Context: an optimization exercise on an open-source flow, tuned for small area. The choices shown serve that exercise and are no tape-out recipe.
Function was checked by simulation only, so behaviour that the tests miss may differ from the original.
Power is estimated from default activity; no workload was simulated. The flow treats the clock pin as an ideal source, which a real chip does not have.

== run A ==
Design tlc_driver_top, start of the top module:
module tlc_driver_top (
	input  wire          clk,
	input  wire          rst_n,
	input  wire [719:0]  frame_in,
	input  wire          frame_req,
	output logic         frame_ack,
	output logic [3:0]   sin,
	output logic         sclk,
	output logic         xlat,
	output logic         blank,
	output logic         gsclk
);
Size: roughly 890 flip-flops, about 730 I/O pins, ~31000 µm² of cells after synthesis.
export LEC_CHECK = 0
export CAP_MARGIN = 20
export CORE_MARGIN = 2
export CORE_UTILIZATION = 40
export SLEW_MARGIN = 20
create_clock -name core_clock -period 8.0 [get_ports {clk}]
standard.sh (not shown) runs the stock make flow with config.mk's settings and CLKGATE_MAP_FILE= SYNTH_SCRIPT=/design/flow/synth_recipe.tcl, a recipe that flattens the netlist after the stock synthesis.
==> flow/flow/run.sh <==
#!/bin/bash
# Standard ORFS layout with two changes:
#  - port buffers use buf_1 instead of the default clkdlybuf4s50_1
#  - CTS uses clkbuf_8 with no dummy loads
set -euo pipefail
export BUFFER_PORTS_ARGS="-buffer_cell sky130_fd_sc_hd__buf_1"
export CTS_ARGS="-sink_clustering_enable -repair_clock_nets -buf_list sky130_fd_sc_hd__clkbuf_8 -dont_use_dummy_load"
bash standard.sh > standard.log 2>&1
Run A | status: complete | timing, DRC, antenna: pass
Input changes introduced in run B (baseline for comparison: run A):
Settings: CORE_UTILIZATION changed from 40 to 55.
-- flow/flow/run.sh --
<<< run A, line 4
#  - CTS uses clkbuf_8 with no dummy loads
>>> run B, line 4
#  - CTS: clkbuf_16 in larger sink clusters, no dummy loads
<<< run A, line 7
export CTS_ARGS="-sink_clustering_enable -repair_clock_nets -buf_list sky130_fd_sc_hd__clkbuf_8 -dont_use_dummy_load"
>>> run B, line 7
export CTS_ARGS="-sink_clustering_enable -repair_clock_nets -buf_list sky130_fd_sc_hd__clkbuf_16 -sink_clustering_size 28 -sink_clustering_max_diameter 120 -dont_use_dummy_load"
==> comparison <==
Looking at maximum frequency across run B and run A, the one that comes out higher is run B.
Between run B and run A, the depth of the most critical reg-to-reg path figures differ only marginally.
Run B has non-clock buffer total of the final layout below what run A had.
Of run B and run A, run B shows the higher wire length on met3, with run A below it.
In the route summary, run B ends up with a via count below that of run A.
Run B — die area 27% lower, run A as reference
Between run A and run B, the flow reports total detailed-routing wirelength decreasing by a few percent.
In the reports for run B and run A, the larger number of well-tap cells placed belongs to run A.
Placer's final routability congestion estimate: run B and run A compared, higher one is run B
The HPWL reported at the end of detailed placement in run A is 1.08 times that in run B.
Final area (run B vs. run A) decreases by a few percent
diff inputs: run B => run C
Settings: CORE_UTILIZATION now 40, was 55.
-- flow/flow/run.sh --
<<< run B, line 7
export CTS_ARGS="-sink_clustering_enable -repair_clock_nets -buf_list sky130_fd_sc_hd__clkbuf_16 -sink_clustering_size 28 -sink_clustering_max_diameter 120 -dont_use_dummy_load"
>>> run C, line 7
export CTS_ARGS="-sink_clustering_enable -repair_clock_nets -buf_list sky130_fd_sc_hd__clkbuf_16 -sink_clustering_size 24 -sink_clustering_max_diameter 150 -dont_use_dummy_load"
Run C vs run B: post-layout instance count excluding filler cells up by a few percent. Diff run B -> run C: met1 wire length went up, fraction of area in non-clock buffers shows no meaningful change, post-route clock period utilization went up by 1.3 points, placed cell area went up 1.0%. Compared with run B, in run C placed cell count picked up an extra 235, relative area change from synthesis to final layout shows an increase of 1.5 points, final area shows an increase of 1.3%, wire length climbed 5.1%. Run C: total power higher than run B. Worst setup slack after layout ends up lower on run C.
For run D, these inputs were changed with respect to run C:
Settings: swapping 40 for 70 in CORE_UTILIZATION.
-- flow/flow/run.sh --
<<< run C, line 7
export CTS_ARGS="-sink_clustering_enable -repair_clock_nets -buf_list sky130_fd_sc_hd__clkbuf_16 -sink_clustering_size 24 -sink_clustering_max_diameter 150 -dont_use_dummy_load"
>>> run D, line 7
export CTS_ARGS="-sink_clustering_enable -repair_clock_nets -buf_list sky130_fd_sc_hd__clkbuf_16 -sink_clustering_size 30 -sink_clustering_max_diameter 200 -dont_use_dummy_load"
- Looking at total leakage power, run D sits 0.95% below run C.
- H-tree depth: run D vs run C identical
- [compare] base=run C new=run D: portion of the clock cycle consumed by the worst path in the final layout did not really move; share of cells above drive strength 1 went down.


tlc_driver_top again, from the RTL that the note above started with.
## tlc_driver_top
module tlc_driver_top (
	input  wire          clk,
	input  wire          rst_n,
	input  wire [719:0]  frame_in,
	input  wire          frame_req,
	output logic         frame_ack,
	output logic [3:0]   sin,
	output logic         sclk,
	output logic         xlat,
	output logic         blank,
	output logic         gsclk
);
==> flow/config.mk <==
export PLATFORM = sky130hd
export DESIGN_NAME = tlc_driver_top
export DESIGN_NICKNAME = tlc_driver_top
export VERILOG_FILES = /design/flow/design.v
export SDC_FILE = /design/flow/constraint.sdc
export NUM_CORES = 4
export LEC_CHECK = 0
export CAP_MARGIN = 0
export CORE_MARGIN = 2
export CORE_UTILIZATION = 55
export SLEW_MARGIN = 0
==> flow/constraint.sdc <==
create_clock -name core_clock -period 8.0 [get_ports {clk}]
set_input_delay 1.6000 -clock core_clock [delete_from_list [all_inputs] [get_ports {clk}]]
set_output_delay 1.6000 -clock core_clock [all_outputs]
set_load 0.01 [all_outputs]
==> flow/flow/run.sh <==
#!/bin/bash
# Standard ORFS layout with two changes:
#  - port buffers use buf_1 instead of the default clkdlybuf4s50_1
#  - CTS: clkbuf_16 in larger sink clusters, no dummy loads
set -euo pipefail
export BUFFER_PORTS_ARGS="-buffer_cell sky130_fd_sc_hd__buf_1"
export CTS_ARGS="-sink_clustering_enable -repair_clock_nets -buf_list sky130_fd_sc_hd__clkbuf_8 -sink_clustering_size 16 -sink_clustering_max_diameter 80 -dont_use_dummy_load"
bash standard.sh > standard.log 2>&1
Rerun with:
==> flow/run.sh (new file) <==
#!/bin/bash
# synth_recipe.tcl (not shown) runs the flow's synth.tcl, then flattens the netlist and writes it again
# the make line also repeats each setting of config.mk as NAME=value (left out here)
make -C /OpenROAD-flow-scripts/flow DESIGN_CONFIG=/design/flow/config.mk WORK_HOME=/design/flow/orfs CLKGATE_MAP_FILE= SYNTH_SCRIPT=/design/flow/synth_recipe.tcl finish
--- a/flow/config.mk
+++ b/flow/config.mk
@@ -9,3 +9,6 @@
 export CORE_MARGIN = 2
 export CORE_UTILIZATION = 55
+export CTS_BUF_LIST = sky130_fd_sc_hd__clkbuf_8
+export CTS_CLUSTER_DIAMETER = 60
+export CTS_CLUSTER_SIZE = 18
 export SLEW_MARGIN = 0
removed: flow/flow/run.sh
removed: flow/standard.sh
Outcome:
- clock skew is about the same
- setup slack degrades by 0.41 ns
- routed wire length is higher by about 2.7%
- critical path depth does not change
- first-iteration DRC count is higher by about 6.5%
- power is higher by 4.7%
- synthesized area does not change
- via count is higher by about 0.44%
- non-clock buffer count is higher by 6
- die area is unchanged
Rerun with:
==> flow/flow/run.sh (new file) <==
#!/bin/bash
# Standard ORFS layout with two changes:
#  - port buffers use buf_1 instead of the default clkdlybuf4s50_1
#  - CTS: clkbuf_16 in larger sink clusters, no dummy loads
set -euo pipefail
export BUFFER_PORTS_ARGS="-buffer_cell sky130_fd_sc_hd__buf_1"
export CTS_ARGS="-sink_clustering_enable -repair_clock_nets -buf_list sky130_fd_sc_hd__clkbuf_8 -sink_clustering_size 18 -sink_clustering_max_diameter 60 -dont_use_dummy_load"
bash standard.sh > standard.log 2>&1
==> flow/standard.sh (new file) <==
#!/bin/bash
# synth_recipe.tcl (not shown) runs the flow's synth.tcl, then flattens the netlist and writes it again
# the make line also repeats each setting of config.mk as NAME=value (left out here)
make -C /OpenROAD-flow-scripts/flow DESIGN_CONFIG=/design/flow/config.mk WORK_HOME=/design/flow/orfs CLKGATE_MAP_FILE= SYNTH_SCRIPT=/design/flow/synth_recipe.tcl "${@:-finish}"
--- a/flow/config.mk
+++ b/flow/config.mk
@@ -9,6 +9,3 @@
 export CORE_MARGIN = 2
 export CORE_UTILIZATION = 55
-export CTS_BUF_LIST = sky130_fd_sc_hd__clkbuf_8
-export CTS_CLUSTER_DIAMETER = 60
-export CTS_CLUSTER_SIZE = 18
 export SLEW_MARGIN = 0
removed: flow/run.sh
Result:
- count of clock-buffer cells in the layout decreases by 6
- hold slack degrades by 0.019 ns
- core utilization decreases by 8.9 points
- combinational power decreases by 20%
- worst setup slack improves by 0.41 ns
- fmax increases by 11%
- die area does not change
- synthesized area stays the same
- first-iteration DRC count decreases by 11%
- wire length decreases by 2.5%
- sequential power hardly moves


The RTL this note starts from:
==> flow/design.v <==
`timescale 1ns/1ps
`default_nettype none
module tlc_driver_top (
	input  wire          clk,
	input  wire          rst_n,
	input  wire [719:0]  frame_in,
	input  wire          frame_req,
	output logic         frame_ack,
	output logic [3:0]   sin,
	output logic         sclk,
	output logic         xlat,
	output logic         blank,
	output logic         gsclk
);
	logic         store, hold;
	logic         ack_n;           
	logic         valid;           
	logic [719:0] frame;           
	assign store = frame_req & ~frame_ack;
	assign hold  = ~frame_req | ~ack_n;
	always_ff @(posedge clk or negedge rst_n) begin
		if (!rst_n) begin
			frame_ack <= 1'b0;
			ack_n     <= 1'b1;
			valid     <= 1'b0;
		end else begin
			frame_ack <= frame_req;
			ack_n     <= ~frame_req;
			valid     <= valid | store;
		end
	end
	always_ff @(posedge clk)
		frame <= (frame_in & {720{store}}) | (frame & {720{hold}});
	logic [2:0] r;        
	logic [2:0] s;        
	logic [5:0] k;        
	logic       tail;     
	logic       first;    
	logic [2:0] cup;
	logic       ld;       
	assign ld = tail & (r == 3'd6);
	always_ff @(posedge clk or negedge rst_n) begin
		if (!rst_n) begin
			r     <= 3'd6;
			s     <= 3'd6;
			k     <= 6'd0;
			tail  <= 1'b1;
			first <= 1'b1;
			cup   <= 3'd0;
		end else begin
			r <= r + 3'd1;
			if (r == 3'd7)
				tail <= (s == 3'd6);
			if (r == 3'd6) begin
				if (s == 3'd6) begin
					s <= 3'd5;
					k <= 6'd11;
				end else if (k == 6'd0) begin
					s <= (s == 3'd0) ? 3'd6 : s - 3'd1;
					k <= 6'd35;
				end else begin
					k <= k - 6'd1;
				end
			end
			if (tail && r == 3'd5) begin
				first <= 1'b0;
				cup   <= (cup == 3'd4) ? 3'd0 : cup + 3'd1;
			end
		end
	end
	logic [35:0] shadow [4];
	logic [4:0]  sel;
	logic        keep;
	always_comb
		for (int c = 0; c < 5; c++)
			sel[c] = ld & valid & (cup == 3'(c));
	assign keep = ~ld;
	always_ff @(posedge clk)
		for (int l = 0; l < 4; l++) begin
			logic [35:0] nxt;
			nxt = shadow[l] & {36{keep}};
			for (int c = 0; c < 5; c++)
				nxt = nxt | (frame[(3-l)*180 + c*36 +: 36] & {36{sel[c]}});
			shadow[l] <= nxt;
		end
	logic win;
	assign win = (s == cup);
	always_ff @(posedge clk or negedge rst_n) begin
		if (!rst_n)
			sin <= 4'd0;
		else if (r == 3'd7 && s != 3'd6)
			for (int l = 0; l < 4; l++)
				sin[l] <= win & shadow[l][k];
	end
	assign sclk  = r[2] & ~tail;
	assign blank = first | (tail & (r != 3'd0) & (r <= 3'd5));
	assign xlat  = tail & (r >= 3'd2) & (r <= 3'd4);
	assign gsclk = ~first & ~r[1] & (~tail | (r == 3'd0));
endmodule
`default_nettype wire
export LEC_CHECK = 0
export CAP_MARGIN = 0
export CORE_MARGIN = 2
export CORE_UTILIZATION = 55
export SLEW_MARGIN = 0
create_clock -name core_clock -period 8.0 [get_ports {clk}]
==> flow/flow/run.sh <==
#!/bin/bash
# Standard ORFS layout with two changes:
#  - port buffers use buf_1 instead of the default clkdlybuf4s50_1
#  - CTS: clkbuf_16 in larger sink clusters, no dummy loads
set -euo pipefail
export BUFFER_PORTS_ARGS="-buffer_cell sky130_fd_sc_hd__buf_1"
export CTS_ARGS="-sink_clustering_enable -repair_clock_nets -buf_list sky130_fd_sc_hd__clkbuf_16 -sink_clustering_size 31 -sink_clustering_max_diameter 100 -dont_use_dummy_load"
bash standard.sh > standard.log 2>&1
Then changed:
==> flow/flow/run.sh (replaced) <==
#!/bin/bash
# Standard ORFS layout with two changes:
#  - port buffers use buf_1 instead of the default clkdlybuf4s50_1
#  - CTS: clkbuf_16 in larger sink clusters, no dummy loads
set -euo pipefail
export BUFFER_PORTS_ARGS="-buffer_cell sky130_fd_sc_hd__buf_1"
export CTS_ARGS="-sink_clustering_enable -repair_clock_nets -buf_list {sky130_fd_sc_hd__clkbuf_8 sky130_fd_sc_hd__clkbuf_16} -sink_clustering_size 17 -sink_clustering_max_diameter 80 -dont_use_dummy_load"
bash standard.sh > standard.log 2>&1
After rerunning: The changed run produced a clean layout. Via count came out higher by 0.80%. Non-clock buffer count does not change. Power rises by 7.2%. Setup slack degrades by 54 ps. Global-route usage went up by 0.31 points. Die area does not change. Wire length rose by 1.0%.
Then changed:
==> flow/flow/run.sh (replaced) <==
#!/bin/bash
# Standard ORFS layout with two changes:
#  - port buffers use buf_1 instead of the default clkdlybuf4s50_1
#  - CTS: clkbuf_16 in larger sink clusters, no dummy loads
set -euo pipefail
export BUFFER_PORTS_ARGS="-buffer_cell sky130_fd_sc_hd__buf_1"
export CTS_ARGS="-sink_clustering_enable -repair_clock_nets -buf_list sky130_fd_sc_hd__clkbuf_8 -root_buf sky130_fd_sc_hd__clkbuf_16 -sink_clustering_size 20 -sink_clustering_max_diameter 60 -dont_use_dummy_load"
bash standard.sh > standard.log 2>&1
Outcome:
- hold slack stays flat
- worst setup slack improves by 44 ps
- synthesized area does not change
- routed wire length came out lower by 0.70%

==> what the ideal ports hide <==
The results above use ideal ports. As a check the final layouts listed here were re-extracted and re-timed, cells and wires unchanged.
Step 1: set_driving_cell puts a clkbuf_16 on clk and a buf_2 on each other input, an assumption about the parent block.
Step 2 also shifts input and output timing later by t, the mid clock arrival at the registers, as if the neighbouring blocks saw the same clock.
Three values: ideal, step 1, step 2; two values: the first two.
run	t, ns	setup WS [ns]	latest minus earliest clock arrival (ns)	cell pins on the clock port's net
run A	0.806	4.143 / 4.112 / 3.924	0.085 / 0.085	1
run B	0.658	4.183 / 4.183 / 3.985	0.049 / 0.048	1
run C	0.655	4.076 / 4.076 / 3.903	0.037 / 0.037	1
run D	0.639	4.067 / 4.067 / 4.020	0.066 / 0.067	1
the first run of note 2	0.767	4.143 / 4.080 / 4.037	0.038 / 0.038	1
the second run of note 2	0.778	3.733 / 3.671 / 3.531	0.033 / 0.033	1
the third run of note 2	0.762	4.145 / 4.084 / 4.018	0.042 / 0.041	1
the first run of note 3	0.637	4.189 / 4.189 / 3.966	0.061 / 0.061	1
the second run of note 3	0.688	4.135 / 4.135 / 4.028	0.037 / 0.037	1
the third run of note 3	0.643	4.179 / 4.179 / 4.010	0.054 / 0.055	1
After both steps setup and hold are still met in every run listed. The setup slack of the first run of note 3, which loses most, moves by 0.000 ns with the drivers and by -0.223 ns with both steps.
